Source: an optimization exercise on an open RTL-to-GDS flow (aim: small area, a short achievable clock period and few clock cycles per item). Production flows keep margins and buffers that such runs may drop.
Only simulation tests tie the RTL to the original design; equivalence was not proved.
Power and IR drop assume default switching activity.

### flow/run.sh
#!/bin/bash
# synth_recipe.tcl (not shown) runs the flow's synth.tcl, then flattens the netlist and writes it again
# the make line also repeats each setting of config.mk as NAME=value (left out here)
make -C /OpenROAD-flow-scripts/flow DESIGN_CONFIG=/design/flow/config.mk WORK_HOME=/design/flow/orfs CLKGATE_MAP_FILE= SYNTH_SCRIPT=/design/flow/synth_recipe.tcl finish
### flow/config.mk
export PLATFORM = sky130hd
export DESIGN_NAME = cle_top
export DESIGN_NICKNAME = cle_top
export VERILOG_FILES = /design/flow/design.v
export SDC_FILE = /design/flow/constraint.sdc
export NUM_CORES = 4
export LEC_CHECK = 0
export CAP_MARGIN = 20
export CORE_MARGIN = 2
export CORE_UTILIZATION = 40
export SETUP_SLACK_MARGIN = 5
export SLEW_MARGIN = 20
export TNS_END_PERCENT = 10
### flow/constraint.sdc
create_clock -name core_clock -period 8.0 [get_ports {clk}]
set_input_delay 1.6000 -clock core_clock [delete_from_list [all_inputs] [get_ports {clk}]]
set_output_delay 1.6000 -clock core_clock [all_outputs]
set_load 0.01 [all_outputs]
### flow/design.v
package cle_pkg;
    typedef struct packed {
        logic [5-1:0] row;
        logic [5-1:0] col;
    } pix_rc_t;
    typedef struct packed {
        logic [7-1:0] byte_addr;
        logic [3-1:0]  bit_pos;
    } pix_bb_t;
    typedef union packed {
        pix_rc_t rc;
        pix_bb_t bb;
    } pix_idx_u;
    typedef logic [8-1:0] label_t;
    typedef enum logic [2:0] {
        LEFT_UP, UP, RIGHT_UP, LEFT, RIGHT, LEFT_DOWN, DOWN, RIGHT_DOWN
    } dir_t;
endpackage
`timescale 1ns/100ps
module cle_top (
    input  logic       clk,
    input  logic       reset,
    input  logic [7:0] rom_q,
    output logic [6:0] rom_a,
    output logic [9:0] sram_a,
    output logic [7:0] sram_d,
    output logic       sram_wen,
    output logic       finish
);
    localparam int CW = 5;
    localparam int C  = 1 << CW;
    localparam logic [2:0] PH_CLR  = 3'd0,
                           PH_P1   = 3'd1,
                           PH_RST  = 3'd2,
                           PH_PRE  = 3'd3,
                           PH_P2   = 3'd4,
                           PH_SAVE = 3'd5,
                           PH_FIN  = 3'd6;
    localparam logic [1:0] RS_INIT = 2'd0,
                           RS_R2   = 2'd1,
                           RS_IDLE = 2'd2;
    logic [2:0]  ph, ph_n;
    logic        p1, p2, walk;
    logic [7:0]  fa, flim;
    logic        iv1, iv2;
    logic [7:0]  fq [0:3];
    logic [7:0]  fq_kp [0:3];
    logic [7:0]  fq_sh [0:3];
    logic [2:0]  fcnt;
    logic [2:0]  occ;
    logic        flush, issue, push, pop;
    logic [7:0]  bc, blim;
    logic [7:0]  done8;
    logic [2:0]  jcnt;
    logic [31:0] prevB, curB;
    logic        hv;
    logic [7:0]  hbc;
    logic [1:0]  kk;
    logic        skipb, rm, fresh, bm;
    logic        run0, emit, last_in_byte;
    logic [7:0]  rem, jlow, jsel;
    logic [31:0] ohn;
    logic        prevbit;
    logic        n_l, n_u, n_ul, n_ur, n_fg;
    logic [2:0]  jenc;
    logic        wdone;
    logic [31:0] wnext;
    logic [31:0] rstart, rend;
    logic        walk_fin, wbub;
    logic        pv;
    logic [31:0] poh;
    logic [4:0]  pc, pr;
    logic        pfg, pU, pL, pUL, pUR;
    logic        qv;
    logic [31:0] qoh;
    logic [4:0]  qc, qr;
    logic        qfg, qU, qL, qUL, qUR;
    logic [7:0]  qX, qD;
    logic [31:0][7:0] up;
    logic [31:0] poX;
    logic [9:0]  pbw;
    logic        skip_r;
    logic [7:0]  rdX, rdD, crX, crD;
    logic        hitX, hitD;
    logic [7:0]  opA;
    logic [31:0] mA, mD, relabel;
    logic [6:0]  cnt1;
    logic [6:0]  xid, xid_n;
    logic        xfree, xok, xstep, need_x, xchk;
    logic [3:0]  xpart;
    logic        ovf;
    logic [4:0]  rovf, rseg;
    logic [5:0]  endr;
    logic [4:0]  fri, nfr;
    logic [8:0]  tab [0:C-1];
    logic [CW-1:0] ridx, rk, rk1;
    logic        tfwd;
    logic [8:0]  tdata;
    logic [7:0]  tq;
    logic [1:0]  rs;
    logic [8:0]  e_q;
    logic [7:0]  pv_lab;
    logic        pv_root, pv_ok;
    logic [7:0]  cnt;
    logic        useA, useD, isStart;
    logic        mrgPos, merge, dlt;
    logic [7:0]  w, l;
    logic        untracked, p1start, hold_p1, alloc_t, alloc_x;
    logic [7:0]  lab1;
    logic        p2fg, p2start, hold_p2, consume;
    logic [7:0]  startLab, lab2;
    logic        hold, adv, padv;
    logic        wen_u;
    logic [7:0]  wdat;
    logic        twe, tw_v, tw_sv;
    logic [CW-1:0] twi, tw_i;
    logic [8:0]  twd, tw_d;
    logic        p1_done, p2_done, pre_done;
    logic        bw_act, bw_req, bw_wr, bw_adv;
    logic [7:0]  bw_byte, bw_fa;
    logic [7:0]  bw_r, bw_low, bw_nb, bw_nbc;
    logic [2:0]  bw_j;
    logic        bw_v, bw_nv, bt1, bt2;
    assign hv = (fcnt != 3'd0);
    always_comb begin
        for (int j = 0; j < 8; j++) hbc[j] = fq[0][7-j];
    end
    assign kk = bc[1:0];
    assign skipb = skip_r;
    assign rm    = p1 || (fresh ? skipb : bm);
    assign rem   = hbc & ~done8;
    assign jlow  = rem & (~rem + 8'd1);
    assign jsel  = rm ? jlow : (8'd1 << jcnt);
    assign run0 = (p1 || p2) && hv && (bc < blim) && padv;
    assign emit = run0 && (rm ? (rem != 8'd0) : 1'b1);
    assign last_in_byte = rm ? ((rem & ~jlow) == 8'd0) : (jcnt == 3'd7);
    assign pop  = (run0 && last_in_byte) || ((ph == PH_PRE) && hv && (bc < blim));
    assign ohn = {24'd0, jsel} << {kk, 3'd0};
    always_comb begin
        case (kk)
            2'd1:    prevbit = curB[7];
            2'd2:    prevbit = curB[15];
            2'd3:    prevbit = curB[23];
            default: prevbit = 1'b0;
        endcase
        n_l  = (|(jsel[7:1] & hbc[6:0])) || (jsel[0] && prevbit);
        case (kk)
            2'd0:    pbw = {prevB[8],  prevB[7:0],   1'b0};
            2'd1:    pbw = {prevB[16], prevB[15:8],  prevB[7]};
            2'd2:    pbw = {prevB[24], prevB[23:16], prevB[15]};
            default: pbw = {1'b0,      prevB[31:24], prevB[23]};
        endcase
        n_u  = |(jsel & pbw[8:1]);
        n_ul = |(jsel & pbw[7:0]);
        n_ur = |(jsel & pbw[9:2]);
        n_fg = |(hbc & jsel);
        jenc = 3'd0;
        for (int j = 0; j < 8; j++) if (jsel[j]) jenc = 3'(j);
    end
    assign rstart   = prevB & ~{prevB[30:0], 1'b0};
    assign rend     = prevB & ~{1'b0, prevB[31:1]};
    logic [31:0] q;
    always_comb begin
        q = curB;
        q = q | {q[30:0], 1'b0};
        q = q | {q[29:0], 2'b0};
        q = q | {q[27:0], 4'b0};
        q = q | {q[23:0], 8'b0};
        q = q | {q[15:0], 16'b0};
        wnext = curB & ~{q[30:0], 1'b0};
    end
    assign walk_fin = walk && wdone && !pv && !qv;
    assign wbub     = (ph == PH_RST) && pv && |(rend & poh);
    always_comb begin
        rdX = '0;
        rdD = '0;
        for (int x = 0; x < 32; x++) begin
            rdX = rdX | (up[x] & {8{poX[x]}});
            if (x < 31) rdD = rdD | (up[x+1] & {8{poh[x]}});
        end
    end
    assign hitX = wen_u && |(poX & qoh);
    assign hitD = wen_u && |(poh[30:0] & qoh[31:1]);
    assign crX = hitX ? wdat : rdX;
    assign crD = hitD ? wdat : rdD;
    assign useA    = !qU && (qL || qUL);
    assign useD    = !qU && !(qL || qUL) && qUR;
    assign isStart = !(qU || qL || qUL || qUR);
    assign dlt    = (qD < qX);
    assign merge  = mrgPos;
    assign w      = dlt ? qD : qX;
    assign l      = dlt ? qX : qD;
    assign untracked = cnt1[CW];
    assign p1start   = p1 && qv && isStart;
    assign need_x    = p1start && untracked;
    assign hold_p1   = need_x && !(xok && xfree);
    assign alloc_t   = p1start && !untracked;
    assign alloc_x   = need_x && xok && xfree;
    assign xstep     = alloc_x || (xok && !xfree);
    assign xid_n     = xstep ? (xid + 7'd1) : xid;
    always_comb begin
        if (qU)             lab1 = qX;
        else if (useA)      lab1 = mrgPos ? w : qX;
        else if (useD)      lab1 = qD;
        else if (untracked) lab1 = {1'b1, xid};
        else                lab1 = {3'b000, 5'(cnt1)};
    end
    assign p2fg     = p2 && qv && qfg;
    assign p2start  = p2fg && isStart;
    assign hold_p2  = p2start && !pv_ok;
    assign consume  = p2start && pv_ok;
    assign startLab = pv_root ? (cnt + 8'd1) : pv_lab;
    always_comb begin
        if (qU || useA) lab2 = qX;
        else if (useD)  lab2 = qD;
        else           lab2 = startLab;
    end
    assign hold = hold_p1 || hold_p2;
    assign adv  = !hold;
    assign padv = adv && !mrgPos;
    always_comb begin
        for (int x = 0; x < 32; x++) begin
            mA[x] = (up[x] == opA);
            mD[x] = (up[x] == qD);
            relabel[x] = merge && (mA[x] || mD[x]);
        end
    end
    assign wen_u = (p1 && qv && adv) || (p2fg && adv) || (walk && qv);
    always_comb begin
        if (p1)                 wdat = lab1;
        else if (p2)            wdat = lab2;
        else if (ph == PH_SAVE) wdat = {3'b000, fri};
        else                    wdat = tq;
    end
    always_ff @(posedge clk) begin
        for (int x = 0; x < 32; x++) begin
            if (ph == PH_CLR)
                up[x] <= '0;
            else if (wen_u && qoh[x])
                up[x] <= wdat;
            else if (relabel[x])
                up[x] <= w;
        end
    end
    assign tw_sv = (ph == PH_SAVE) && qv && qL;
    always_comb begin
        twe = 1'b1;
        if (alloc_t) begin
            twi = CW'(cnt1);
            twd = {1'b0, 8'(cnt1)};
        end else if (consume) begin
            twi = rk;
            twd = {1'b1, lab2};
        end else if (tw_sv) begin
            twi = CW'(fri);
            twd = {1'b1, qX};
        end else begin
            twi = dlt ? qX[CW-1:0] : qD[CW-1:0];
            twd = {1'b0, w};
            twe = merge && (dlt ? (!qX[7] && (qX[4:0] >= nfr)) : (!qD[7] && (qD[4:0] >= nfr)));
        end
    end
    always_ff @(posedge clk) begin
        xpart <= {|mA[31:24], |mA[23:16], |mA[15:8], |mA[7:0]};
    end
    always_ff @(posedge clk) begin
        tw_i <= twi;
        tw_d <= twd;
        if (tw_v) tab[tw_i] <= tw_d;
    end
    always_comb begin
        if (ph == PH_RST) begin
            ridx = CW'(fri);
            tfwd = (tw_i == CW'(fri));
        end else if (rs == RS_R2) begin
            ridx = e_q[CW-1:0];
            tfwd = (tw_i == e_q[CW-1:0]);
        end else if (rs == RS_INIT) begin
            ridx = rk;
            tfwd = (tw_i == rk);
        end else begin
            ridx = rk1;
            tfwd = (tw_i == rk1);
        end
    end
    assign tdata = (tw_v && tfwd) ? tw_d : tab[ridx];
    always_ff @(posedge clk) tq <= tdata[7:0];
    always_ff @(posedge clk) begin
        if (walk) begin
            if (qv && qUR) fri <= fri + 5'd1;
        end else begin
            fri <= '0;
        end
    end
    assign p1_done  = p1 && (bc == blim) && !pv && !qv;
    assign p2_done  = p2 && (bc == blim) && !pv && !qv;
    assign pre_done = (ph == PH_PRE) && (bc == blim);
    assign flush = (ph == PH_CLR) || p1_done || p2_done || walk_fin || pre_done;
    assign push  = iv2;
    assign occ   = fcnt + {2'b0, iv1} + {2'b0, iv2};
    assign issue = !flush && !bw_req && (p1 || p2 || (ph == PH_PRE)) && (fa < flim) &&
                   (occ < 3'd4);
    always_comb begin
        for (int i = 0; i < 4; i++) begin
            fq_kp[i] = (push && fcnt == 3'(i)) ? rom_q : fq[i];
            if (i < 3) fq_sh[i] = (push && fcnt == 3'(i + 1)) ? rom_q : fq[(i + 1) % 4];
            else       fq_sh[i] = fq[i];
        end
    end
    always_ff @(posedge clk or posedge reset) begin
        if (reset) begin
            rom_a <= '0;
            bt1   <= 1'b0;
            bt2   <= 1'b0;
            iv1   <= 1'b0;
            iv2   <= 1'b0;
            fcnt  <= '0;
        end else begin
            iv1 <= issue;
            iv2 <= iv1 && !flush;
            bt1 <= bw_req;
            bt2 <= bt1;
            if (bw_req)     rom_a <= bw_fa[6:0];
            else if (issue) rom_a <= fa[6:0];
            if (flush) fcnt <= '0;
            else       fcnt <= fcnt + {2'b0, push} - {2'b0, pop};
        end
    end
    always_ff @(posedge clk) begin
        for (int i = 0; i < 4; i++) fq[i] <= pop ? fq_sh[i] : fq_kp[i];
    end
    always_ff @(posedge clk) begin
        if (issue) fa <= fa + 8'd1;
        if (pop) begin
            curB[{kk, 3'd0} +: 8] <= hbc;
            if (kk == 2'd3) prevB <= {hbc, curB[23:0]};
            bc    <= bc + 8'd1;
            done8 <= '0;
            jcnt  <= '0;
        end else if (emit) begin
            done8 <= done8 | jsel;
            jcnt  <= jcnt + 3'd1;
        end
        if (emit) bm <= rm;
        if (pop)       fresh <= 1'b1;
        else if (emit) fresh <= 1'b0;
        skip_r <= ((bc + 8'd1) < bw_byte);
        if (walk) begin
            if (!wdone && !wbub) begin
                poh <= wnext;
                poX <= wnext;
                curB <= curB & ~wnext;
                pU  <= 1'b1;
            end
        end else if (padv) begin
            poh <= ohn;
            poX <= (ohn & prevB) | {1'b0, ohn[31:1] & ~prevB[31:1]};
            pc  <= {kk, jenc};
            pr  <= bc[6:2];
            pfg <= n_fg;
            pU  <= n_u;
            pL  <= n_l;
            pUL <= n_ul;
            pUR <= n_ur;
        end
        if (padv && pv) begin
            qoh <= poh;
            qc  <= pc;
            qr  <= pr;
            qfg <= pfg;
            qU  <= pU;
            qL  <= walk ? |(rstart & poh) : pL;
            qUL <= pUL;
            qUR <= walk ? |(rend & poh) : pUR;
            qX  <= crX;
            qD  <= crD;
        end
        case (ph)
            PH_CLR: begin
                bc    <= 8'd0;
                fa    <= 8'd0;
                flim  <= 8'd128;
                blim  <= 8'd128;
                prevB <= '0;
                done8 <= '0;
                fresh <= 1'b1;
                cnt1  <= '0;
                ovf   <= 1'b0;
                rseg  <= '0;
                nfr   <= '0;
            end
            PH_P1: begin
                if (p1_done) begin
                    endr <= ovf ? {1'b0, rovf} : 6'd32;
                    if (rseg == 5'd0) begin
                        bc    <= 8'd0;
                        fa    <= 8'd0;
                        flim  <= 8'd128;
                        blim  <= ovf ? {1'b0, rovf, 2'b00} : 8'd128;
                        prevB <= '0;
                        done8 <= '0;
                fresh <= 1'b1;
                        jcnt  <= '0;
                        rk    <= '0;
                        rk1   <= CW'(1);
                    end else begin
                        bc   <= {1'b0, rseg - 5'd1, 2'b00};
                        fa   <= {1'b0, rseg - 5'd1, 2'b00};
                        flim <= {1'b0, rseg, 2'b00};
                        blim <= {1'b0, rseg, 2'b00};
                    end
                end else if (p1start && untracked && !ovf) begin
                    ovf  <= 1'b1;
                    rovf <= qr;
                end
                if (alloc_t) cnt1 <= cnt1 + 7'd1;
            end
            PH_PRE: begin
                if (pre_done) begin
                    curB  <= prevB;
                    poh   <= '0;
                    wdone <= 1'b0;
                end
            end
            PH_RST: begin
                if (pv && (poh == 32'd0)) wdone <= 1'b1;
                if (walk_fin) begin
                    fa    <= {1'b0, rseg, 2'b00};
                    flim  <= 8'd128;
                    blim  <= {endr, 2'b00};
                    done8 <= '0;
                fresh <= 1'b1;
                    jcnt  <= '0;
                    rk    <= CW'(nfr);
                    rk1   <= CW'(nfr + 5'd1);
                end
            end
            PH_P2: begin
                if (p2_done) begin
                    curB  <= prevB;
                    poh   <= '0;
                    wdone <= 1'b0;
                end
                if (consume) begin
                    rk  <= rk1;
                    rk1 <= rk1 + 1'b1;
                end
            end
            PH_SAVE: begin
                if (pv && (poh == 32'd0)) wdone <= 1'b1;
                if (walk_fin) begin
                    rseg  <= endr[4:0];
                    bc    <= {endr, 2'b00};
                    fa    <= {endr, 2'b00};
                    flim  <= 8'd128;
                    blim  <= 8'd128;
                    done8 <= '0;
                fresh <= 1'b1;
                    cnt1  <= 7'(fri);
                    nfr   <= fri;
                    ovf   <= 1'b0;
                end
            end
            default: ;
        endcase
    end
    always_ff @(posedge clk) begin
        if (p2) begin
            case (rs)
                RS_INIT: e_q <= tdata;
                RS_R2: begin
                    pv_lab  <= e_q[8] ? e_q[7:0] : tdata[7:0];
                    pv_root <= !e_q[8] && (e_q[CW-1:0] == rk);
                end
                default: if (consume) e_q <= tdata;
            endcase
        end
    end
    always_ff @(posedge clk or posedge reset) begin
        if (reset) begin
            ph       <= PH_CLR;
            pv       <= 1'b0;
            qv       <= 1'b0;
            rs       <= RS_INIT;
            pv_ok    <= 1'b0;
            cnt      <= '0;
            xid      <= '0;
            xfree    <= 1'b0;
            xok      <= 1'b0;
            xchk     <= 1'b0;
            tw_v     <= 1'b0;
            p1       <= 1'b0;
            p2       <= 1'b0;
            walk     <= 1'b0;
            mrgPos   <= 1'b0;
            finish   <= 1'b0;
            sram_wen <= 1'b1;
        end else begin
            if (walk) begin
                if (!wdone && !wbub) pv <= 1'b1;
                else                 pv <= 1'b0;
            end else if (pre_done || p2_done) begin
                pv <= 1'b0;
            end else if (padv) begin
                pv <= emit;
            end
            if (adv) qv <= padv && pv;
            xchk  <= (ph != PH_CLR) && !mrgPos && !xstep;
            if (ph == PH_CLR) begin
                xok <= 1'b0;
            end else if (xstep) begin
                xok <= 1'b0;
            end else if (xchk) begin
                xok   <= 1'b1;
                xfree <= (xpart == 4'd0);
            end
            xid <= xid_n;
            tw_v <= twe;
            if (adv) mrgPos <= padv && p1 && pv && !pU && (pL || pUL) && pUR;
            if (p2) begin
                case (rs)
                    RS_INIT: rs <= RS_R2;
                    RS_R2: begin
                        rs    <= RS_IDLE;
                        pv_ok <= 1'b1;
                    end
                    default: if (consume) begin
                        rs    <= RS_R2;
                        pv_ok <= 1'b0;
                    end
                endcase
            end else begin
                rs    <= RS_INIT;
                pv_ok <= 1'b0;
            end
            if (consume && pv_root) cnt <= cnt + 8'd1;
            sram_wen <= !((p2 && qv && adv) || bw_wr);
            ph   <= ph_n;
            p1   <= (ph_n == PH_P1);
            p2   <= (ph_n == PH_P2);
            walk <= (ph_n == PH_RST) || (ph_n == PH_SAVE);
            if (ph_n == PH_FIN) finish <= 1'b1;
        end
    end
    always_comb begin
        ph_n = ph;
        case (ph)
            PH_CLR:  ph_n = PH_P1;
            PH_P1:   if (p1_done) ph_n = (rseg == 5'd0) ? PH_P2 : PH_PRE;
            PH_PRE:  if (pre_done) ph_n = PH_RST;
            PH_RST:  if (walk_fin) ph_n = PH_P2;
            PH_P2:   if (p2_done) ph_n = (endr == 6'd32) ? PH_FIN : PH_SAVE;
            PH_SAVE: if (walk_fin) ph_n = PH_P1;
            default: ph_n = PH_FIN;
        endcase
    end
    always_ff @(posedge clk) begin
        if (padv && pv && p1 && !pU && (pL || pUL) && pUR) opA <= crX;
        else                                              opA <= {1'b1, xid_n};
    end
    always_ff @(posedge clk) begin
        if (p2 && qv && adv) begin
            sram_a <= {qr, qc};
            sram_d <= qfg ? lab2 : 8'd0;
        end else if (bw_wr) begin
            sram_a <= {bw_byte[6:0], bw_j};
            sram_d <= 8'd0;
        end
    end
    assign bw_act = (ph == PH_P1) || (ph == PH_RST) || (ph == PH_PRE) || (ph == PH_SAVE) ||
                    (p2 && !(qv && adv) && !p2_done);
    assign bw_req = bw_act && !bt1 && !bt2 && !bw_nv && !bw_fa[7];
    assign bw_low = bw_r & (~bw_r + 8'd1);
    assign bw_wr  = bw_act && bw_v && (bw_r != 8'd0);
    assign bw_adv = bw_act && bw_v && ((bw_r & ~bw_low) == 8'd0);
    always_comb begin
        for (int j = 0; j < 8; j++) bw_nbc[j] = !bw_nb[7-j];
        bw_j = 3'd0;
        for (int j = 0; j < 8; j++) if (bw_low[j]) bw_j = 3'(j);
    end
    always_ff @(posedge clk) begin
        if (ph == PH_CLR) begin
            bw_byte <= '0;
            bw_fa   <= '0;
            bw_v    <= 1'b0;
            bw_nv   <= 1'b0;
        end else if (p2_done && (endr != 6'd32) && (bw_byte < {endr, 2'b00})) begin
            bw_byte <= {endr, 2'b00};
            bw_fa   <= {endr, 2'b00};
            bw_v    <= 1'b0;
            bw_nv   <= 1'b0;
        end else begin
            if (bw_req) bw_fa <= bw_fa + 8'd1;
            if (bw_adv) begin
                bw_byte <= bw_byte + 8'd1;
                bw_v    <= bw_nv;
                bw_r    <= bw_nbc;
                bw_nv   <= 1'b0;
            end else if (bw_act && !bw_v && bw_nv) begin
                bw_v  <= 1'b1;
                bw_r  <= bw_nbc;
                bw_nv <= 1'b0;
            end else if (bw_wr) begin
                bw_r <= bw_r & ~bw_low;
            end
            if (bt2) begin
                bw_nb <= rom_q;
                bw_nv <= 1'b1;
            end
        end
    end
endmodule
==> flow_summary.toml, run 1 <==
[floorplanning]
rows = 137
die_w_um = 377.6
start_util_pct = 40.16
ios = 37
dieArea_um2 = 142600
die_h_um = 377.6
core_um2 = 139000

[detailed_routing]
drt-wirelength-per-cell_um = 35.43
drtIter0Drc = 7642
drcViolationCount = 0
via_count = 51120
wirelength_mm = 271.1
avgViaCountPerCell = 6.682
dr.pass1.iters = 6
drt.antenna.violating_nets = 0

[sta]
max_slew_margin_pct = 25.78
tightestPinTransition_ps = 1112
max_freq_ghz = 0.2973
period_minus_slack_ps = 3364
rsz0062_at_grt = "yes"
slew_viol_final = 0
tns_ps = 0
final-setup-viol-count = 0
final-hold-violation-count = 0
fin_skew_ps = 108.2
final.period_utilization_pct = 42.05
holdWs_ps = 372.0

[run]
cap_violations = 0

[status]
outcome = "no timing/DRC/antenna violations"

[setup_path]
cp_cell_sequence = "inv_2 > ha_4 > a211o_1 > a21oi_4 > o21a_1 > buf_6 > o21ai_4 > a21boi_4 > mux2i_1 > o311a_4 > buf_12 > clkbuf_16 > o21a_1 > nor2_1"
critical_path_class = "reg2reg"
arrival_ps = 3870
cp_slowest_cell = "edfxtp_1"
cp_max_fo = 17
critPathMostFrequentCell = "o21a_1"
crit_path_end_kind = "flip-flop"
crit_buf_inv = 4
crit_family = "compound AO/OA/AOI/OAI gates"
cp.required_ps = 8510
cp-start-kind = "flip-flop"
slowest_delay_ps = 450

[global_routing]
grt_max_degree = 72
antenna_found_initial = 18
grt_first_pass_wirelength_mm = 369.6
overflow = 0
track_usage_pct = 36.44
grt_pass1_vias = 46920

[clocking]
cts_max_level = 3
path_clk_slew_ps = 60
cts_tree = "yes"
clock_latency_ps = 800
hold_buffers = 0
cts_sinks = 1020
cts_root_buffer = "clkbuf_16"
cts_made_buffers = 111
ctsLongestPathBuffers = 3

[synth]
syn_area_um2 = 55830
synth.ff_latch_count = 1020
synth_area_leaders = "edfxtp_1 (28%), dfxtp_1 (16%), xnor2_1 (8.7%), mux2i_1 (4.6%), nor2_1 (3.4%)"
synth-async-reset-ratio_pct = 4.608
synth.yosys.seq_area_share_pct = 46.30
ys_warn_count = 4
yosysTopAreaCellShare_pct = 27.91
syn_nets = 5646
syn_inst = 5571
syn_avg_cell_area_um2 = 10.02
synthFlopType = "edfxtp_1"
synth_top_area_cell = "edfxtp_1"
yosysUniqueCellTypes = 104
synth_edf_count = 519

[layout]
fillers = 12750
final_common_cell = "xnor2_1"
area_delta_synth_final_pct = 17.66
layout-drive-gt1-share_pct = 16.15
fin_nets = 5740
final_cell_mix = "xnor2_1 (557), edfxtp_1 (519), nor2_1 (485)"

[power]
p_leak_uw = 0.02433
ir_worst_vdd_v = 0.0005320
power_density_nw_per_um2 = 498.8

[worst_hold_path]
hp-class = "reg2reg"

[place]
dp_hpwl_mm = 179.5
place_congestion = 1.095
portBuffers = 36
registers in the layout (all words and copies together) (netlist names), 10 cells and up:
signal / count
fq: 32
curB: 32
up: 256
poX: 32
prevB: 32
qoh: 32
poh: 32
sram_a: 10
tab: 288
final timing paths:
path / start / to / slack (ps) / cells past startpoint
setup / recovery: qX[7] / qX[7] / 4640 / 14
hold / removal: pc[4] / qc[4] / 370 / 0
setup reg to reg: qX[7] / qX[7] / 4640 / 14
hold reg to reg: pc[4] / qc[4] / 370 / 0
max in group asynchronous: reset / ph[2] / 6060 / 3
min in group asynchronous: reset / rom_a[6] / 1290 / 3
area by class of cell:
class	count	area, µm²	share of cell area, %
clock buffers	153	3143	4.784
inverters	86	364.1	0.5542
multi-input cells	4051	29030	44.18
diodes	11	27.53	0.04190
well taps	1876	2347	3.573
clock inverters	58	782.0	1.190
repair buffers	393	4096	6.235
repair inverters	2	13.76	0.02095
flip-flops and latches	1020	25900	39.42
what timing repair did:
item	in CTS	in global routing
endpoints found under the setup margin	749	515
gates cloned	21	13
gates resized for setup	243	95
buffers inserted	107	66
pin swaps	38	41
cell families (layout without fill, tap and decap cells):
group	count (synthesis)	after routing	share of synthesized area, %
simple gates	1565	1568	13.35
buf+inv	504	692	3.830
xor+xnor	589	589	9.239
fa+ha+maj	67	67	1.506
compound gates	1401	1401	17.12
flops	1020	1020	46.30
mux	425	426	8.652
other cells	0	11	0
metrics by stage:
step | area [µm²] | setup slack (ps) | util, % | instances | total power (µW)
3_5_place_dp | 58180 | 3253 | 41.85 | 7220 | 24090
5_1_grt | 65670 | 4611 | 47.24 | 7639 | 33410
6_report | 65700 | 4636 | 47.26 | 7650 | 32770
4_1_cts | 64380 | 4786 | 46.31 | 7559 | 30810
2_1_floorplan | 55840 | 4457 | - | 5571 | 17690
3_3_place_gp | 58130 | 3409 | 41.81 | 7218 | 23890
power by group:
group | switching [µW] | total [µW] | internal, µW
combinational | 9870 | 16000 | 6140
clock | 2340 | 5530 | 3190
sequential | 3770 | 11200 | 7460
Yosys cell counts (15+ instances only):
library cell    n
xnor2_1       557
edfxtp_1      519
nor2_1        501
dfxtp_1       454
nand2_1       403
a21oi_1       324
clkbuf_1      289
mux2i_1       254
nand4_1       209
o21ai_0       191
o22ai_1       178
nand3_1       151
mux2_2        138
a22oi_1       133
a221oi_1      124
a22o_1         93
buf_2          91
inv_1          81
ha_1           64
nor4_1         60
nor3_1         54
dfrtp_1        46
o21ai_1        44
a32oi_1        32
mux4_2         32
o32ai_1        32
xor2_1         32
nand2b_1       30
nor2b_1        30
a31oi_1        29
and2_1         27
a222oi_1       26
a32o_1         19
o21a_1         19
o211ai_1       18
and3_1         17
buf_1          17
nand3b_1       15
routing by layer:
layer	GRT usage (%)	vias to the layer above	part of all wire (%)	routed length, µm
li1	-	21190	-	-
met1	49.44	25340	40	109300
met2	52.75	3696	41	112300
met3	10.44	882	12	32980
met4	18.19	14	6.1	16410
met5	0	-	0.034	92
worst register-to-register path, cell delays in order (launching register included):
cell	delay, ps
edfxtp_1	450
inv_2	120
ha_4	200
a211o_1	320
a21oi_4	130
o21a_1	180
buf_6	120
o21ai_4	70
a21boi_4	260
mux2i_1	260
o311a_4	310
buf_12	150
clkbuf_16	260
o21a_1	210
nor2_1	50
Testbench counts, summed over its fixed seeds: cycles 25,664, items 24.
==> inputs of run 2 (changes only) <==
--- a/flow/config.mk
+++ b/flow/config.mk
@@ -11,3 +11,3 @@
 export SETUP_SLACK_MARGIN = 5
 export SLEW_MARGIN = 20
-export TNS_END_PERCENT = 10
+export TNS_END_PERCENT = 35
==> run 2 against run 1 <==
Effect of this change:
- still clean on timing, DRC and antenna
- power grew 0.15%
- die area unchanged
- critical path depth fell by 5
- sequential power about the same
- clock skew decreased by 20 ps
- cell area rose by 0.58%
- synthesized cell count unchanged
- largest power group unchanged
==> flow_summary.toml, run 2 <==
[setup_path]
crit_path_end_kind = "flip-flop"
arrival_ps = 3760
cp-start-kind = "flip-flop"
cp.required_ps = 8520
critical_path_class = "reg2reg"
cp_max_fo = 14

[sta]
tns_ps = 0
final.period_utilization_pct = 40.59
slew_viol_final = 0
max_freq_ghz = 0.3080
period_minus_slack_ps = 3247
fin_skew_ps = 87.92
tightestPinTransition_ps = 1253
max_slew_margin_pct = 16.46
holdWs_ps = 386.2
final-hold-violation-count = 0
final-setup-viol-count = 0
rsz0062_at_grt = "yes"

[synth]
syn_nets = 5646
syn_avg_cell_area_um2 = 10.02
ys_warn_count = 4
synth_top_area_cell = "edfxtp_1"
yosysMostFrequentCell = "xnor2_1"
synth.yosys.seq_area_share_pct = 46.30
yosys.area_share.simple_pct = 13.35
synth_commonest_cells = "xnor2_1 (557), edfxtp_1 (519), nor2_1 (501)"
synth_top_family_by_area = "compound AO/OA/AOI/OAI gates"
synth-async-reset-ratio_pct = 4.608
synthFlopType = "edfxtp_1"
syn_area_um2 = 55830
synth_compound_area_share_pct = 17.12
yosysUniqueCellTypes = 104
synth.ff_latch_count = 1020
syn_inst = 5571
muxShareOfSynthArea_pct = 8.652
synthAdderAreaFrac_pct = 1.506
yosysTopAreaCellShare_pct = 27.91
synth_xor_xnor_area_share_pct = 9.239
synth_area_leaders = "edfxtp_1 (28%), dfxtp_1 (16%), xnor2_1 (8.7%), mux2i_1 (4.6%), nor2_1 (3.4%)"
synth_edf_count = 519

[floorplanning]
start_util_pct = 40.16
core_um2 = 139000
die_h_um = 377.6
rows = 137
die_w_um = 377.6
ios = 37
dieArea_um2 = 142600

[clocking]
cts_made_buffers = 109
cts_tree = "yes"
cts_max_level = 3
ctsLongestPathBuffers = 3
cts_root_buffer = "clkbuf_16"
path_clk_slew_ps = 60
clock_latency_ps = 780
hold_buffers = 0
cts_sinks = 1020

[detailed_routing]
dr.pass1.iters = 10
drtIter0Drc = 7928
wirelength_mm = 261.6
drt.antenna.violating_nets = 0
drcViolationCount = 0
via_count = 51190
avgViaCountPerCell = 6.679
drt-wirelength-per-cell_um = 34.13

[layout]
layout-drive-gt1-share_pct = 17.83
fillers = 12690
largest_reg_flops = 288
area_delta_synth_final_pct = 18.34
final_cell_mix = "xnor2_1 (555), edfxtp_1 (519), nor2_1 (478)"
utilization_pct = 47.53
top_register = "tab"
top_regs = "tab: 288 flops, up: 256 flops"
fin_nets = 5769
seqCellArea_um2 = 25910
final_common_cell = "xnor2_1"
multiInputGateArea_um2 = 29440

[power]
p_leak_uw = 0.02439
pwr-share-comb_pct = 49.9
power.internal_uw = 16840
swShare_pct = 48.70
power_density_nw_per_um2 = 496.7
ir_worst_vdd_v = 0.0008545
pwr-share-seq_pct = 34.1
clock_power_share_pct = 15.9
p_switching_uw = 15980

[global_routing]
grt_first_pass_wirelength_mm = 355.8
grt_pass1_vias = 46300
track_usage_pct = 34.83
grt_max_degree = 72
overflow = 0
antenna_found_initial = 15

[place]
dp_hpwl_mm = 170.3
place_congestion = 1.107
portBuffers = 36

[run]
cap_violations = 0

[worst_hold_path]
hp-class = "reg2reg"

[status]
outcome = "no timing/DRC/antenna violations"
[run 2: cell counts after synthesis]
Identical to the previous run, type by type.
[run 2: kinds of logic after synthesis]
group,count (synthesis)
AO/OA/AOI/OAI,1401
XOR/XNOR,589
adder cells (fa/ha/maj),67
buffers and inverters,504
flip-flops,1020
multiplexers,425
AND/OR/NAND/NOR,1565
[run 2: final cells by class]
type | count | share of cell area, %
Antenna cell | 1 | 0.003787
Clock inverter | 57 | 0.9941
Sequential cell | 1020 | 39.22
Clock buffer | 147 | 4.527
Timing Repair Buffer | 421 | 6.584
Multi-Input combinational cell | 4053 | 44.55
Inverter | 86 | 0.5434
Timing Repair inverter | 3 | 0.02462
Tap cell | 1876 | 3.552
[run 2: path summary, 6_finish.rpt]
path	depth (start not counted)	endpoint	slack, ps	start
max	9	pv_lab[6]	4750	ph[1]
min	0	bt2	390	bt1
max reg2reg	9	pv_lab[6]	4750	ph[1]
min reg2reg	0	bt2	390	bt1
max in group asynchronous	3	p1	6080	reset
min in group asynchronous	3	iv1	1350	reset
[run 2: power groups by stage]
stage	clock (µW)	sequential (µW)	combinational [µW]
2_1_floorplan	0	8910	8780
3_3_place_gp	0	11000	12700
3_5_place_dp	0	11000	12900
4_1_cts	5270	10800	14700
5_1_grt	5480	11000	16900
6_report	5230	11200	16400
[run 2: worst max-delay path: stages, from the launching register on]
cell	delay [ps]
dfrtp_4	490
nor3b_4	170
buf_4	140
buf_12	130
and2_2	310
a222oi_1	610
a221o_1	330
nand4_1	110
o32a_1	390
mux2_2	300
[run 2: through the flow]
step | cells | instance area [µm²] | worst slack [ps] | power (µW)
finish | 7664 | 66080 | 4753 | 32820
global route | 7663 | 66070 | 4708 | 33430
CTS | 7537 | 64230 | 4784 | 30750
detailed placement | 7194 | 57950 | 2557 | 23900
global placement | 7191 | 57920 | 2880 | 23670
floorplan | 5571 | 55840 | 4746 | 17690
[run 2: what timing repair did]
action                                  in CTS  in global routing
buffers inserted                           114                109
gates cloned                                25                 16
pin swaps                                   57                 72
gates resized for setup                    302                171
endpoints found under the setup margin     760                528
[run 2: per-layer routing]
| layer | track usage, % | vias to the layer above | wire length, µm |
|---|---|---|---|
| met2 | 50.29 | 3799 | 108300 |
| li1 | - | 21210 | - |
| met3 | 9.369 | 971 | 33520 |
| met1 | 47.31 | 25190 | 103000 |
| met5 | 0 | - | 98 |
| met4 | 18.54 | 14 | 16630 |
==> inputs of run 3 (changes only) <==
--- a/flow/config.mk
+++ b/flow/config.mk
@@ -8,6 +8,6 @@
 export CAP_MARGIN = 20
 export CORE_MARGIN = 2
-export CORE_UTILIZATION = 40
+export CORE_UTILIZATION = 50
 export SETUP_SLACK_MARGIN = 5
 export SLEW_MARGIN = 20
-export TNS_END_PERCENT = 35
+export TNS_END_PERCENT = 20
==> run 3 against run 2 <==
Effect of this change:
- fmax fell by 1.8%
- clock-buffer cell count rose by 5
- largest power group unchanged
- utilization rose by 12 points
- via count rose by 0.79%
- critical path type unchanged
- synthesized cell count did not move
- worst setup slack got worse by 60 ps
- sequential share of layout area rose by 0.32 points
- final cell count fell by 5.3%
- routed wire length fell by 0.81%
==> flow_summary.toml, run 3 <==
[synth]
syn_avg_cell_area_um2 = 10.02
synth.yosys.seq_area_share_pct = 46.30
synthFlopType = "edfxtp_1"
syn_inst = 5571
syn_area_um2 = 55830
yosysUniqueCellTypes = 104
synth_area_leaders = "edfxtp_1 (28%), dfxtp_1 (16%), xnor2_1 (8.7%), mux2i_1 (4.6%), nor2_1 (3.4%)"
yosysMostFrequentCell = "xnor2_1"
synth-async-reset-ratio_pct = 4.608
synth.ff_latch_count = 1020
synth_top_area_cell = "edfxtp_1"
ys_warn_count = 4
synth_edf_count = 519
synth_commonest_cells = "xnor2_1 (557), edfxtp_1 (519), nor2_1 (501)"
yosysTopAreaCellShare_pct = 27.91
syn_nets = 5646

[global_routing]
overflow = 0
grt_first_pass_wirelength_mm = 356.0
grt_max_degree = 72
track_usage_pct = 43.00
grt_pass1_vias = 47410
antenna_found_initial = 9

[worst_hold_path]
hp-class = "reg2reg"

[clocking]
clock_latency_ps = 750
cts_sinks = 1020
path_clk_slew_ps = 70
cts_max_level = 3
ctsLongestPathBuffers = 3
cts_made_buffers = 109
cts_tree = "yes"
cts_root_buffer = "clkbuf_16"

[detailed_routing]
wirelength_mm = 259.5
drt.antenna.violating_nets = 0
dr.pass1.iters = 8
drtIter0Drc = 8268
drcViolationCount = 0
via_count = 51590
drt-wirelength-per-cell_um = 35.75
avgViaCountPerCell = 7.107

[floorplanning]
rows = 122
start_util_pct = 50.45
core_um2 = 110700
die_w_um = 338.2
ios = 37
dieArea_um2 = 114400
die_h_um = 338.2

[layout]
top_regs = "tab: 288 flops, up: 256 flops"
fillers = 9318
layout-drive-gt1-share_pct = 17.48
final_cell_mix = "xnor2_1 (557), edfxtp_1 (519), nor2_1 (487)"
final_area_um2 = 65550
largest_reg_flops = 288
final_common_cell = "xnor2_1"
fin_nets = 5746
top_register = "tab"
area_delta_synth_final_pct = 17.41

[setup_path]
crit_path_end_kind = "flip-flop"
crit_buf_inv = 3
crit_family = "compound AO/OA/AOI/OAI gates"
cp_max_fo = 6
cp_cell_sequence = "nor3b_4 > nand2_2 > o21ai_4 > buf_12 > buf_12 > buf_16 > mux4_2 > a22o_1 > a221oi_4 > and4_4 > o21ai_2 > o31a_1"
arrival_ps = 3810
cp.required_ps = 8510
cp-start-kind = "flip-flop"
cp_slowest_cell = "dfrtp_4"
slowest_delay_ps = 510
critical_path_class = "reg2reg"
critPathMostFrequentCell = "buf_12"

[power]
ir_worst_vdd_v = 0.0004787
power_density_nw_per_um2 = 496.7
p_leak_uw = 0.02434

[sta]
final-hold-violation-count = 0
rsz0062_at_grt = "yes"
period_minus_slack_ps = 3307
fin_skew_ps = 45.66
holdWs_ps = 382.9
final.period_utilization_pct = 41.34
max_freq_ghz = 0.3024
slew_viol_final = 0
final-setup-viol-count = 0
tightestPinTransition_ps = 1169
max_slew_margin_pct = 21.75
tns_ps = 0

[place]
portBuffers = 36
place_area_um2 = 57510
place_congestion = 1.134
dp_hpwl_mm = 169.4

[status]
outcome = "no timing/DRC/antenna violations"

[run]
cap_violations = 0
==> run 3: routing by layer <==
layer | global-route usage (%) | wire length, µm | up-vias
met2 | 61.86 | 106900 | 3852
met5 | 0.2500 | 95 | -
met3 | 13.14 | 34160 | 1107
li1 | - | - | 21150
met1 | 57.40 | 99160 | 25470
met4 | 24.18 | 19190 | 8
==> run 3: cell families after synthesis <==
logic type / share of synthesized area, %
adders and majority gates: 1.506
AOI/OAI and AO/OA: 17.12
DFF: 46.30
xor gates and xnor gates: 9.239
muxes: 8.652
buffers and inverters: 3.830
and+or+nand+nor: 13.35
==> run 3: power breakdown <==
part           internal, µW  switching, µW
sequential             7470           3630
clock                  2920           2300
combinational          6390           9860
==> run 3: area by class of cell <==
cell class / count / area (µm²) / area share, %
Clock buffer: 152 / 3136 / 4.783
Timing Repair inverter: 2 / 10.01 / 0.01527
Multi-Input combinational cell: 4053 / 29490 / 44.99
Clock inverter: 55 / 533.0 / 0.8131
Sequential cell: 1020 / 25910 / 39.53
Antenna cell: 4 / 10.01 / 0.01527
Timing Repair Buffer: 399 / 4240 / 6.469
Inverter: 86 / 357.8 / 0.5459
Tap cell: 1488 / 1862 / 2.840
==> run 3: metrics by stage <==
step           cells  utilization (%)  setup slack (ps)  power [µW]
2_1_floorplan   5571                -              4746       17690
3_3_place_gp    6807            51.93              2744       23680
3_5_place_dp    6809            51.97              2650       23890
4_1_cts         7167            57.69              4752       30390
5_1_grt         7256            59.23              4686       33170
6_report        7259            59.23              4693       32560
==> run 3: repair_timing <==
action | in CTS | in global routing
gates resized for setup | 267 | 177
hold buffers | 0 | 0
buffers inserted | 131 | 74
pin swaps | 46 | 70
setup endpoints to repair | 763 | 563
hold endpoints to repair | 0 | 0
gates cloned | 20 | 14
==> run 3: final timing paths <==
path / startpoint / to / slack [ps] / cells after the start
worst max register to register: ph[2] / pv_lab[1] / 4690 / 12
worst max-delay path: ph[2] / pv_lab[1] / 4690 / 12
min in group asynchronous: reset / bt1 / 1350 / 3
worst min-delay path: bt1 / bt2 / 380 / 0
max in group asynchronous: reset / qv / 6050 / 3
worst min register to register: bt1 / bt2 / 380 / 0
==> inputs of run 4 (changes only) <==
--- a/flow/design.v
+++ b/flow/design.v
@@ -235,10 +235,6 @@
     always_ff @(posedge clk) begin
         for (int x = 0; x < 32; x++) begin
-            if (ph == PH_CLR)
-                up[x] <= '0;
-            else if (wen_u && qoh[x])
-                up[x] <= wdat;
-            else if (relabel[x])
-                up[x] <= w;
+            if ((ph == PH_CLR) || (wen_u && qoh[x]) || relabel[x])
+                up[x] <= (ph == PH_CLR) ? 8'd0 : wdat;
         end
     end
--- a/flow/config.mk
+++ b/flow/config.mk
@@ -8,5 +8,5 @@
 export CAP_MARGIN = 20
 export CORE_MARGIN = 2
-export CORE_UTILIZATION = 50
+export CORE_UTILIZATION = 40
 export SETUP_SLACK_MARGIN = 5
 export SLEW_MARGIN = 20
==> run 4 against run 3 <==
Effect of this change:
- hold slack lost 5.5 ps
- cell area shrank 3.8%
- sequential share of layout area grew 5.7 points
- routed wire length shrank 1.8%
- utilization shrank 12 points
- final cell count shrank 4.5%
- clock-buffer cell count shrank 10
- via count shrank 9.2%
- clock skew grew 57 ps
==> flow_summary.toml, run 4 <==
[synth]
synth_top_area_cell = "edfxtp_1"
yosysMostFrequentCell = "edfxtp_1"
synth.ff_latch_count = 1020
yosysUniqueCellTypes = 110
synth-async-reset-ratio_pct = 4.608
synth_area_leaders = "edfxtp_1 (43%), dfxtp_1 (7.3%), xnor2_1 (5.0%), xor2_1 (4.5%), a22oi_1 (2.7%)"
synthFlopType = "edfxtp_1"
syn_avg_cell_area_um2 = 10.85
syn_nets = 5061
synth_edf_count = 775
synth.yosys.seq_area_share_pct = 52.51
yosysTopAreaCellShare_pct = 43.01
synth_commonest_cells = "edfxtp_1 (775), nand2_1 (387), nor2_1 (319)"
ys_warn_count = 4
syn_area_um2 = 54110
syn_inst = 4986

[layout]
largest_reg_flops = 288
top_register = "tab"
area_delta_synth_final_pct = 16.52
fin_nets = 5141
layout-drive-gt1-share_pct = 15.28
fillers = 12210
final_cell_mix = "edfxtp_1 (775), nand2_1 (376), xnor2_1 (305)"
top_regs = "tab: 288 flops, up: 256 flops"
final_area_um2 = 63060
final_common_cell = "edfxtp_1"

[sta]
tns_ps = 0
rsz0062_at_grt = "yes"
max_slew_margin_pct = 19.71
slew_viol_final = 0
final.period_utilization_pct = 40.28
final-hold-violation-count = 0
fin_skew_ps = 102.4
max_freq_ghz = 0.3103
period_minus_slack_ps = 3222
tightestPinTransition_ps = 1204
final-setup-viol-count = 0

[global_routing]
grtUsageMet1_pct = 48.53
grt_busiest_layer = "met2"
met2_usage_pct = 53.52
met3_usage_pct = 9.364
grt_first_pass_wirelength_mm = 349.3
antenna_found_initial = 16
overflow = 0
grt_max_degree = 67
track_usage_pct = 35.87
grt_pass1_vias = 44130

[detailed_routing]
drtIter0Drc = 6535
avgViaCountPerCell = 6.758
via_count = 46860
drcViolationCount = 0
wirelength_mm = 254.9
drt.antenna.violating_nets = 0
drt-wirelength-per-cell_um = 36.76
dr.pass1.iters = 7

[clocking]
cts_tree = "yes"
hold_buffers = 0
cts_max_level = 3
clock_latency_ps = 800
ctsLongestPathBuffers = 3
cts_sinks = 1020
path_clk_slew_ps = 60
cts_made_buffers = 111
cts_root_buffer = "clkbuf_16"

[floorplanning]
dieArea_um2 = 138200
die_h_um = 371.8
ios = 37
start_util_pct = 40.45
die_w_um = 371.8
core_um2 = 133800
rows = 134

[power]
ir_worst_vdd_v = 0.0003228
p_leak_uw = 0.02212
power_density_nw_per_um2 = 431.3

[worst_hold_path]
hp-class = "reg2reg"

[status]
outcome = "no timing/DRC/antenna violations"

[run]
cap_violations = 0

[setup_path]
cp_max_fo = 9
cp.required_ps = 8450
arrival_ps = 3670
cp-start-kind = "flip-flop"
crit_path_end_kind = "flip-flop"
critical_path_class = "reg2reg"

[place]
place_congestion = 1.047
dp_hpwl_mm = 170.7
portBuffers = 36
place_area_um2 = 56310
## run 4: cell types whose count changed in the layout (fill, tap and decap cells not counted), sizes merged, moves of 97 or more
| cell | change |
|---|---|
| dfxtp | -256 |
| edfxtp | +256 |
| xnor2 | -251 |
| xor2 | +248 |
| nor2 | -185 |
| a21oi | -158 |
| mux2i | -140 |
| o22ai | -137 |
| mux2 | -97 |
## run 4: layout make-up
class | count | area (µm²) | share of cell area (%)
flip-flops and latches | 1020 | 28510 | 45.21
multi-input cells | 3490 | 25020 | 39.68
repair buffers | 323 | 3183 | 5.048
clock buffers | 142 | 2934 | 4.653
well taps | 1768 | 2212 | 3.508
clock inverters | 69 | 718.2 | 1.139
inverters | 119 | 467.9 | 0.7421
repair inverters | 1 | 5.005 | 0.007937
diodes | 2 | 5.005 | 0.007937
## run 4: what timing repair did
item / in CTS / in global routing
cloned: 15 / 9
resized for setup: 288 / 92
pin swaps: 53 / 30
endpoints found under the hold margin: 0 / 0
setup endpoints to repair: 990 / 613
setup buffers: 96 / 52
## run 4: cells by family after synthesis
logic type                 synth area share (%)
AOI/OAI and AO/OA                         16.43
DFF                                       52.51
and+or+nand+nor                           13.41
adders and majority gates                 1.556
muxes                                     3.010
buffers and inverters                     3.595
xor gates and xnor gates                  9.484
## run 4: final timing paths
kind	startpoint	end	slack [ps]	cells past startpoint
setup / recovery	poX[25]	qX[6]	4780	5
hold / removal	bt1	bt2	380	0
setup reg to reg	poX[25]	qX[6]	4780	5
hold reg to reg	bt1	bt2	380	0
max in group asynchronous	reset	ph[2]	6040	3
min in group asynchronous	reset	rom_a[5]	1340	3
## run 4: metal layers
metal	share of wire (%)	wire, µm
met5	0.078	198
met4	5.7	14610
met3	12	30410
met2	43	108500
met1	40	101200
## run 4: where the power goes
part           total (µW)  internal, µW  switching, µW  leakage [µW]
Clock                5180          2860           2330       0.00174
Sequential          11100          8000           3090       0.00946
Combinational       10900          3950           6970        0.0109
## run 4: critical path, stage by stage, from the launching register on
cell and delay, ps:
edfxtp_1 720, a22o_1 340, a221oi_1 600, nand3_1 250
or4_1 680, mux2_2 310
## run 4: per-stage QoR
stage / total power [µW] / utilization, % / std cells / hold slack, ps / setup slack, ps
2_1_floorplan: 15480 / - / 4986 / 354.9 / 4557
3_3_place_gp: 20600 / 42.06 / 6546 / 368.3 / 3480
3_5_place_dp: 20670 / 42.09 / 6548 / 373.5 / 3450
4_1_cts: 26280 / 46.33 / 6870 / 382.3 / 4819
5_1_grt: 27870 / 47.13 / 6932 / 391.6 / 4752
6_report: 27200 / 47.13 / 6934 / 377.4 / 4778
Testbench counts of run 4, summed over its fixed seeds: cycles 25,664, items 24.
==> inputs of run 5 (changes only) <==
--- a/flow/design.v
+++ b/flow/design.v
@@ -42,4 +42,5 @@
     logic [2:0]  ph, ph_n;
     logic        p1, p2, walk;
+    logic        clrp, rstp, savp, prep;    
     logic [7:0]  fa, flim;
     logic        iv1, iv2;
@@ -84,5 +85,5 @@
     logic        hitX, hitD;
     logic [7:0]  opA;
-    logic [31:0] mA, mD, relabel;
+    logic [31:0] mA, relabel;
     logic [6:0]  cnt1;
     logic [6:0]  xid, xid_n;
@@ -104,5 +105,6 @@
     logic [7:0]  cnt;
     logic        useA, useD, isStart;
-    logic        mrgPos, merge, dlt;
+    logic        mrgPos, mph, mrg1, dlt, lok_r;
+    logic [7:0]  l_r, w_r;
     logic [7:0]  w, l;
     logic        untracked, p1start, hold_p1, alloc_t, alloc_x;
@@ -135,5 +137,5 @@
     assign emit = run0 && (rm ? (rem != 8'd0) : 1'b1);
     assign last_in_byte = rm ? ((rem & ~jlow) == 8'd0) : (jcnt == 3'd7);
-    assign pop  = (run0 && last_in_byte) || ((ph == PH_PRE) && hv && (bc < blim));
+    assign pop  = (run0 && last_in_byte) || (prep && hv && (bc < blim));
     assign ohn = {24'd0, jsel} << {kk, 3'd0};
     always_comb begin
@@ -171,5 +173,5 @@
     end
     assign walk_fin = walk && wdone && !pv && !qv;
-    assign wbub     = (ph == PH_RST) && pv && |(rend & poh);
+    assign wbub     = rstp && pv && |(rend & poh);
     always_comb begin
         rdX = '0;
@@ -187,6 +189,6 @@
     assign useD    = !qU && !(qL || qUL) && qUR;
     assign isStart = !(qU || qL || qUL || qUR);
+    assign mrg1   = mrgPos && !mph;
     assign dlt    = (qD < qX);
-    assign merge  = mrgPos;
     assign w      = dlt ? qD : qX;
     assign l      = dlt ? qX : qD;
@@ -201,5 +203,5 @@
     always_comb begin
         if (qU)             lab1 = qX;
-        else if (useA)      lab1 = mrgPos ? w : qX;
+        else if (useA)      lab1 = mrgPos ? w_r : qX;
         else if (useD)      lab1 = qD;
         else if (untracked) lab1 = {1'b1, xid};
@@ -217,11 +219,10 @@
     end
     assign hold = hold_p1 || hold_p2;
-    assign adv  = !hold;
+    assign adv  = !hold && !mrg1;
     assign padv = adv && !mrgPos;
     always_comb begin
         for (int x = 0; x < 32; x++) begin
             mA[x] = (up[x] == opA);
-            mD[x] = (up[x] == qD);
-            relabel[x] = merge && (mA[x] || mD[x]);
+            relabel[x] = mph && mA[x];
         end
     end
@@ -230,14 +231,14 @@
         if (p1)                 wdat = lab1;
         else if (p2)            wdat = lab2;
-        else if (ph == PH_SAVE) wdat = {3'b000, fri};
+        else if (savp)          wdat = {3'b000, fri};
         else                    wdat = tq;
     end
     always_ff @(posedge clk) begin
         for (int x = 0; x < 32; x++) begin
-            if ((ph == PH_CLR) || (wen_u && qoh[x]) || relabel[x])
-                up[x] <= (ph == PH_CLR) ? 8'd0 : wdat;
+            if (clrp || (wen_u && qoh[x]) || relabel[x])
+                up[x] <= clrp ? 8'd0 : wdat;
         end
     end
-    assign tw_sv = (ph == PH_SAVE) && qv && qL;
+    assign tw_sv = savp && qv && qL;
     always_comb begin
         twe = 1'b1;
@@ -252,7 +253,7 @@
             twd = {1'b1, qX};
         end else begin
-            twi = dlt ? qX[CW-1:0] : qD[CW-1:0];
-            twd = {1'b0, w};
-            twe = merge && (dlt ? (!qX[7] && (qX[4:0] >= nfr)) : (!qD[7] && (qD[4:0] >= nfr)));
+            twi = l_r[CW-1:0];
+            twd = {1'b0, w_r};
+            twe = mph && lok_r;
         end
     end
@@ -266,5 +267,5 @@
     end
     always_comb begin
-        if (ph == PH_RST) begin
+        if (rstp) begin
             ridx = CW'(fri);
             tfwd = (tw_i == CW'(fri));
@@ -291,9 +292,9 @@
     assign p1_done  = p1 && (bc == blim) && !pv && !qv;
     assign p2_done  = p2 && (bc == blim) && !pv && !qv;
-    assign pre_done = (ph == PH_PRE) && (bc == blim);
-    assign flush = (ph == PH_CLR) || p1_done || p2_done || walk_fin || pre_done;
+    assign pre_done = prep && (bc == blim);
+    assign flush = clrp || p1_done || p2_done || walk_fin || pre_done;
     assign push  = iv2;
     assign occ   = fcnt + {2'b0, iv1} + {2'b0, iv2};
-    assign issue = !flush && !bw_req && (p1 || p2 || (ph == PH_PRE)) && (fa < flim) &&
+    assign issue = !flush && !bw_req && (p1 || p2 || prep) && (fa < flim) &&
                    (occ < 3'd4);
     always_comb begin
@@ -489,5 +490,10 @@
             p2       <= 1'b0;
             walk     <= 1'b0;
+            clrp     <= 1'b1;
+            rstp     <= 1'b0;
+            savp     <= 1'b0;
+            prep     <= 1'b0;
             mrgPos   <= 1'b0;
+            mph      <= 1'b0;
             finish   <= 1'b0;
             sram_wen <= 1'b1;
@@ -502,5 +508,5 @@
             end
             if (adv) qv <= padv && pv;
-            xchk  <= (ph != PH_CLR) && !mrgPos && !xstep;
+            xchk  <= (ph != PH_CLR) && !mph && !xstep;
             if (ph == PH_CLR) begin
                 xok <= 1'b0;
@@ -514,4 +520,5 @@
             tw_v <= twe;
             if (adv) mrgPos <= padv && p1 && pv && !pU && (pL || pUL) && pUR;
+            mph <= mrg1;
             if (p2) begin
                 case (rs)
@@ -536,4 +543,8 @@
             p2   <= (ph_n == PH_P2);
             walk <= (ph_n == PH_RST) || (ph_n == PH_SAVE);
+            clrp <= (ph_n == PH_CLR);
+            rstp <= (ph_n == PH_RST);
+            savp <= (ph_n == PH_SAVE);
+            prep <= (ph_n == PH_PRE);
             if (ph_n == PH_FIN) finish <= 1'b1;
         end
@@ -552,6 +563,12 @@
     end
     always_ff @(posedge clk) begin
-        if (padv && pv && p1 && !pU && (pL || pUL) && pUR) opA <= crX;
-        else                                              opA <= {1'b1, xid_n};
+        if (mrg1) begin
+            opA   <= l;
+            l_r   <= l;
+            w_r   <= w;
+            lok_r <= !l[7] && (l[4:0] >= nfr);
+        end else begin
+            opA <= {1'b1, xid_n};
+        end
     end
     always_ff @(posedge clk) begin
@@ -564,5 +581,5 @@
         end
     end
-    assign bw_act = (ph == PH_P1) || (ph == PH_RST) || (ph == PH_PRE) || (ph == PH_SAVE) ||
+    assign bw_act = p1 || walk || prep ||
                     (p2 && !(qv && adv) && !p2_done);
     assign bw_req = bw_act && !bt1 && !bt2 && !bw_nv && !bw_fa[7];
==> run 5 against run 4 <==
Effect of this change:
- critical path depth shrank 1
- synthesized cell count down 4.5%
- cell area fell by 1.6%
- clock skew fell by 75 ps
- largest power group unchanged
- first-iteration DRC count decreased by 0.24%
- die area down 1.7%
- area after synthesis decreased by 1.7%
- critical path type unchanged
- highest routed layer unchanged
==> flow_summary.toml, run 5 <==
[detailed_routing]
via_count = 44340
wl_met3_mm = 24.01
top_layer_used = "met5"
drt-wirelength-per-cell_um = 33.86
wl_met2_mm = 99.20
drt.antenna.violating_nets = 0
drcViolationCount = 0
wl_met1_mm = 88.85
wirelength_mm = 226.5
avgViaCountPerCell = 6.628
drtIter0Drc = 6519
dr.pass1.iters = 8

[setup_path]
arrival_ps = 3750
reg2reg_depth = 4
cp.required_ps = 8490
cp_max_fo = 9
r2r-start = "poX[6]"
r2r_end = "qX[1]"
r2r_slack_ps = 4730
crit_path_end_kind = "flip-flop"
cp-start-kind = "flip-flop"
critical_path_class = "reg2reg"

[synth]
yosysMostFrequentCell = "edfxtp_1"
syn_inst = 4762
synthFlopType = "edfxtp_1"
synth.yosys.seq_area_share_pct = 54.44
synth_area_leaders = "edfxtp_1 (45%), dfxtp_1 (7.5%), xnor2_1 (4.9%), mux2i_1 (4.9%), nand2_1 (2.5%)"
synth-async-reset-ratio_pct = 5.005
syn_avg_cell_area_um2 = 11.17
synth_edf_count = 789
synth_top_area_cell = "edfxtp_1"
yosysUniqueCellTypes = 94
synth.ff_latch_count = 1039
synth_commonest_cells = "edfxtp_1 (789), nand2_1 (353), nor2_1 (311)"
syn_nets = 4832
yosysTopAreaCellShare_pct = 44.54
syn_area_um2 = 53200
ys_warn_count = 4

[global_routing]
grt_pass1_vias = 41340
grt_max_degree = 80
grt_first_pass_wirelength_mm = 316.6
antenna_found_initial = 9
overflow = 0
track_usage_pct = 32.23

[sta]
fin_skew_ps = 27.45
final-hold-violation-count = 0
rsz0062_at_grt = "yes"
tightestPinTransition_ps = 1167
max_slew_margin_pct = 21.90
period_minus_slack_ps = 3269
tns_ps = 0
max_freq_ghz = 0.3059
slew_viol_final = 0
final.period_utilization_pct = 40.86
final-setup-viol-count = 0

[clocking]
cts_max_level = 3
path_clk_slew_ps = 70
cts_tree = "yes"
cts_made_buffers = 112
clock_latency_ps = 760
ctsLongestPathBuffers = 3
hold_buffers = 0
cts_sinks = 1039
cts_root_buffer = "clkbuf_16"

[status]
outcome = "no timing/DRC/antenna violations"

[layout]
layout-drive-gt1-share_pct = 15.34
fillers = 12010
top_regs = "tab: 288 flops, up: 256 flops"
fin_nets = 4905
largest_reg_flops = 288
utilization_pct = 47.08
area_delta_synth_final_pct = 16.65
final_cell_mix = "edfxtp_1 (789), nand2_1 (346), xnor2_1 (299)"
top_register = "tab"
final_common_cell = "edfxtp_1"

[floorplanning]
core_um2 = 131800
rows = 133
die_w_um = 368.7
die_h_um = 368.7
start_util_pct = 40.36
dieArea_um2 = 135900
ios = 37

[worst_hold_path]
hp-class = "reg2reg"
whs_endpoint = "bt2"
hold-path-cell-count = 0
min_from = "bt1"

[power]
p_leak_uw = 0.02154
power_density_nw_per_um2 = 344.3
p_total_uw = 21360
ir_worst_vdd_v = 0.0002626

[place]
dp_hpwl_mm = 151.3
place_congestion = 1.078
portBuffers = 36

[run]
cap_violations = 0
run 5: where the power goes:
part           internal [µW]  switching, µW
sequential              7280           2010
combinational           2600           4220
clock                   2980           2270
total                  12900           8500
run 5: cells by family after synthesis:
logic type / share of synthesized area [%]
xor gates and xnor gates: 5.450
AOI/OAI and AO/OA: 17.08
adders and majority gates: 1.463
other: 0.007049
and+or+nand+nor: 11.56
DFF: 54.44
muxes: 6.647
buffers and inverters: 3.354
run 5: layer usage:
metal	vias up	GRT usage [%]
met1	22140	43.05
li1	18560	-
met4	10	16.40
met3	696	7.635
met5	-	0
met2	2937	48.78
run 5: critical path, stage by stage, from the launching register on:
cell,delay (ps)
edfxtp_1,720
a22oi_1,800
nand4_1,420
or4_1,760
mux2_2,320
run 5: worst max-delay path by stage:
| stage | startpoint | end | depth (start not counted) |
|---|---|---|---|
| 6_report | poX[6] | qX[1] | 4 |
| 4_1_cts | rom_a[1] | rom_a[1] | 1 |
| 2_1_floorplan | qfg | pU | 7 |
| 3_3_place_gp | rstp | pv_lab[0] | 9 |
| 5_1_grt | qD[1] | lok_r | 15 |
| 3_5_place_dp | rstp | pv_lab[0] | 9 |
run 5: cell type report:
type	count	area [µm²]	area share, %
Sequential cell	1039	29010	46.74
Clock inverter	54	495.5	0.7985
Multi-Input combinational cell	3286	23690	38.17
Antenna cell	5	12.51	0.02016
Timing Repair Buffer	303	3082	4.966
Tap cell	1755	2196	3.539
Clock buffer	154	3187	5.136
Inverter	93	390.4	0.6291
run 5: what timing repair did:
action | CTS | global route
setup buffers | 73 | 60
cloned | 20 | 4
resized for setup | 229 | 79
pin swaps | 30 | 19
endpoints found under the setup margin | 927 | 663
run 5: through the flow:
| step | cell area (µm²) | hold slack [ps] | setup WS (ps) | std cells |
|---|---|---|---|---|
| after floorplan | 53200 | 345.6 | 4476 | 4762 |
| final | 62050 | 382.5 | 4731 | 6689 |
| after CTS | 61070 | 380.6 | 4664 | 6619 |
| after global placement | 55410 | 367.2 | 3677 | 6317 |
| after global routing | 62040 | 384.4 | 4660 | 6684 |
| after detailed placement | 55450 | 366.9 | 3651 | 6318 |
Testbench counts of run 5, summed over its fixed seeds: cycles 25,854, items 24.
==> inputs of run 6 (changes only) <==
--- a/flow/config.mk
+++ b/flow/config.mk
@@ -11,3 +11,3 @@
 export SETUP_SLACK_MARGIN = 5
 export SLEW_MARGIN = 20
-export TNS_END_PERCENT = 20
+export TNS_END_PERCENT = 0
==> run 6 against run 5 <==
Effect of this change:
- still clean on timing, DRC and antenna
- combinational power decreased by 4.1%
- clock-buffer cell count unchanged
- sequential cell count unchanged
- hold slack improved by 0.98 ps
- critical path depth increased by 5
- largest cell class unchanged
==> flow_summary.toml, run 6 <==
[status]
outcome = "no timing/DRC/antenna violations"

[floorplanning]
rows = 133
core_um2 = 131800
start_util_pct = 40.36
ios = 37
dieArea_um2 = 135900
die_h_um = 368.7
die_w_um = 368.7

[detailed_routing]
drt.antenna.violating_nets = 0
avgViaCountPerCell = 6.605
drt-wirelength-per-cell_um = 33.50
dr.pass1.iters = 7
drtIter0Drc = 6331
wirelength_mm = 221.1
via_count = 43600
drcViolationCount = 0

[clocking]
cts_made_buffers = 112
cts_sinks = 1039
clock_latency_ps = 750
ctsLongestPathBuffers = 3
cts_root_buffer = "clkbuf_16"
path_clk_slew_ps = 60
cts_tree = "yes"
hold_buffers = 0
cts_max_level = 3

[synth]
synth_area_leaders = "edfxtp_1 (45%), dfxtp_1 (7.5%), xnor2_1 (4.9%), mux2i_1 (4.9%), nand2_1 (2.5%)"
syn_avg_cell_area_um2 = 11.17
synth.ff_latch_count = 1039
synthFlopType = "edfxtp_1"
ys_warn_count = 4
synth_edf_count = 789
yosysUniqueCellTypes = 94
syn_nets = 4832
yosysTopAreaCellShare_pct = 44.54
synth_commonest_cells = "edfxtp_1 (789), nand2_1 (353), nor2_1 (311)"
synth.yosys.seq_area_share_pct = 54.44
synth-async-reset-ratio_pct = 5.005
yosysMostFrequentCell = "edfxtp_1"
syn_inst = 4762
synth_top_area_cell = "edfxtp_1"
syn_area_um2 = 53200

[sta]
tns_ps = 0
rsz0062_at_grt = "yes"
period_minus_slack_ps = 3329
tightestPinTransition_ps = 1122
max_slew_margin_pct = 24.90
fin_skew_ps = 25.41
final.period_utilization_pct = 41.62
final-setup-viol-count = 0
slew_viol_final = 0
final-hold-violation-count = 0
max_freq_ghz = 0.3003

[global_routing]
track_usage_pct = 31.62
grt_pass1_vias = 40670
overflow = 0
grt_max_degree = 80
antenna_found_initial = 7
grt_first_pass_wirelength_mm = 311.2

[setup_path]
cp_max_fo = 56
critical_path_class = "reg2reg"
crit_path_end_kind = "flip-flop"
cp-start-kind = "flip-flop"
cp.required_ps = 8360
cp_slowest_cell = "dfxtp_1"
arrival_ps = 3690
cp_cell_sequence = "nand3b_1 > o2111ai_1 > nor4_2 > a211oi_2 > nor2_4 > buf_6 > nand2_1 > buf_4 > o21ai_4"
slowest_delay_ps = 620

[place]
place_area_um2 = 55450
portBuffers = 36
dp_hpwl_mm = 151.3
place_congestion = 1.078

[layout]
area_delta_synth_final_pct = 13.70
utilization_pct = 45.89
fillers = 12170
top_regs = "tab: 288 flops, up: 256 flops"
fin_nets = 4818
final_area_um2 = 60480
layout-drive-gt1-share_pct = 12.29
top_register = "tab"
largest_reg_flops = 288
final_cell_mix = "edfxtp_1 (789), nand2_1 (349), xnor2_1 (299)"
final_common_cell = "edfxtp_1"

[power]
ir_worst_vdd_v = 0.0002621
p_leak_uw = 0.02074
power_density_nw_per_um2 = 348.4
p_total_uw = 21070

[run]
cap_violations = 0

[worst_hold_path]
hp-class = "reg2reg"
run 6: cells by family (layout without fill, tap and decap cells):
| group | Yosys count | count (layout) | share of synthesized area, % |
|---|---|---|---|
| fa+ha+maj | 62 | 62 | 1.463 |
| flops | 1039 | 1039 | 54.44 |
| xor+xnor | 331 | 331 | 5.450 |
| buf+inv | 449 | 519 | 3.354 |
| simple gates | 1257 | 1263 | 11.56 |
| mux | 333 | 333 | 6.647 |
| other cells | 1 | 4 | 0.007049 |
| compound gates | 1290 | 1294 | 17.08 |
run 6: power breakdown:
group	total, µW	switching (µW)	leakage, µW	internal [µW]
sequential	9280	2000	0.00999	7280
combinational	6540	4100	0.00893	2440
clock	5250	2270	0.00182	2980
run 6: final cells by class:
cell class                 count  area, µm²  area share [%]
antenna                        3      7.507         0.01241
clock buffer                 154       3187           5.269
clock inverter                54      495.5          0.8192
inverter                      93      369.1          0.6102
multi-input combinational   3284      23170           38.31
sequential                  1039      29000           47.94
tap                         1755       2196           3.630
timing repair buffer         218       2061           3.407
run 6: timing repair:
action | in CTS | in global routing
buffers inserted | 20 | 36
pin swaps | 7 | 10
setup endpoints to repair | 927 | 896
gates cloned | 11 | 1
resized for setup | 105 | 58
run 6: final timing paths:
kind / start / to / slack (ps) / cells after the start
worst max-delay path: prevB[30] / poX[1] / 4670 / 9
worst min-delay path: bt1 / bt2 / 380 / 0
worst max register to register: prevB[30] / poX[1] / 4670 / 9
worst min register to register: bt1 / bt2 / 380 / 0
max in group asynchronous: reset / p1 / 5900 / 3
min in group asynchronous: reset / rom_a[5] / 1400 / 3
run 6: stage by stage:
stage	hold WS (ps)	instances	setup WS (ps)
after global placement	367.2	6317	3677
after detailed placement	366.9	6318	3651
after CTS	380.6	6557	4663
after global routing	384.4	6597	4654
final	383.5	6600	4671
after floorplan	345.6	4762	4476
run 6: routing by layer:
layer	track usage, %	part of all wire, %
met5	0	0.025
met4	14.70	5.6
met3	7.512	10
met2	48.06	44
met1	42.61	40
run 6: critical path: cells and delay by family (launching register included):
| family | cells | cell delay, ps |
|---|---|---|
| flip-flops | 1 | 620 |
| AND/OR/NAND/NOR | 4 | 990 |
| AO/OA/AOI/OAI | 3 | 630 |
| buffers and inverters | 2 | 650 |

[what the ideal ports hide]
Ports are ideal in the flow. The routed layouts listed here were re-timed in OpenROAD.
Step 1 sets driving cells, clkbuf_16 on the clock port and buf_2 on the other inputs (assumed; they add their load-dependent delay and slew).
Step 2 times the ports against the registers' clock, not the clock port: input delays grow and output delays shrink by t, the midpoint of the rising clock arrivals with the driver on.
Slacks: ideal / step 1 / step 2; pairs: ideal / step 1.
run	t, ns	slack for setup (ns)
run 1	0.844	4.636 / 4.636 / 4.636
run 2	0.821	4.753 / 4.743 / 4.753
run 3	0.807	4.693 / 4.693 / 4.693
run 4	0.826	4.778 / 4.760 / 4.778
run 5	0.824	4.731 / 4.706 / 4.731
run 6	0.819	4.671 / 4.615 / 4.671
After both steps setup and hold are still met in every run listed.
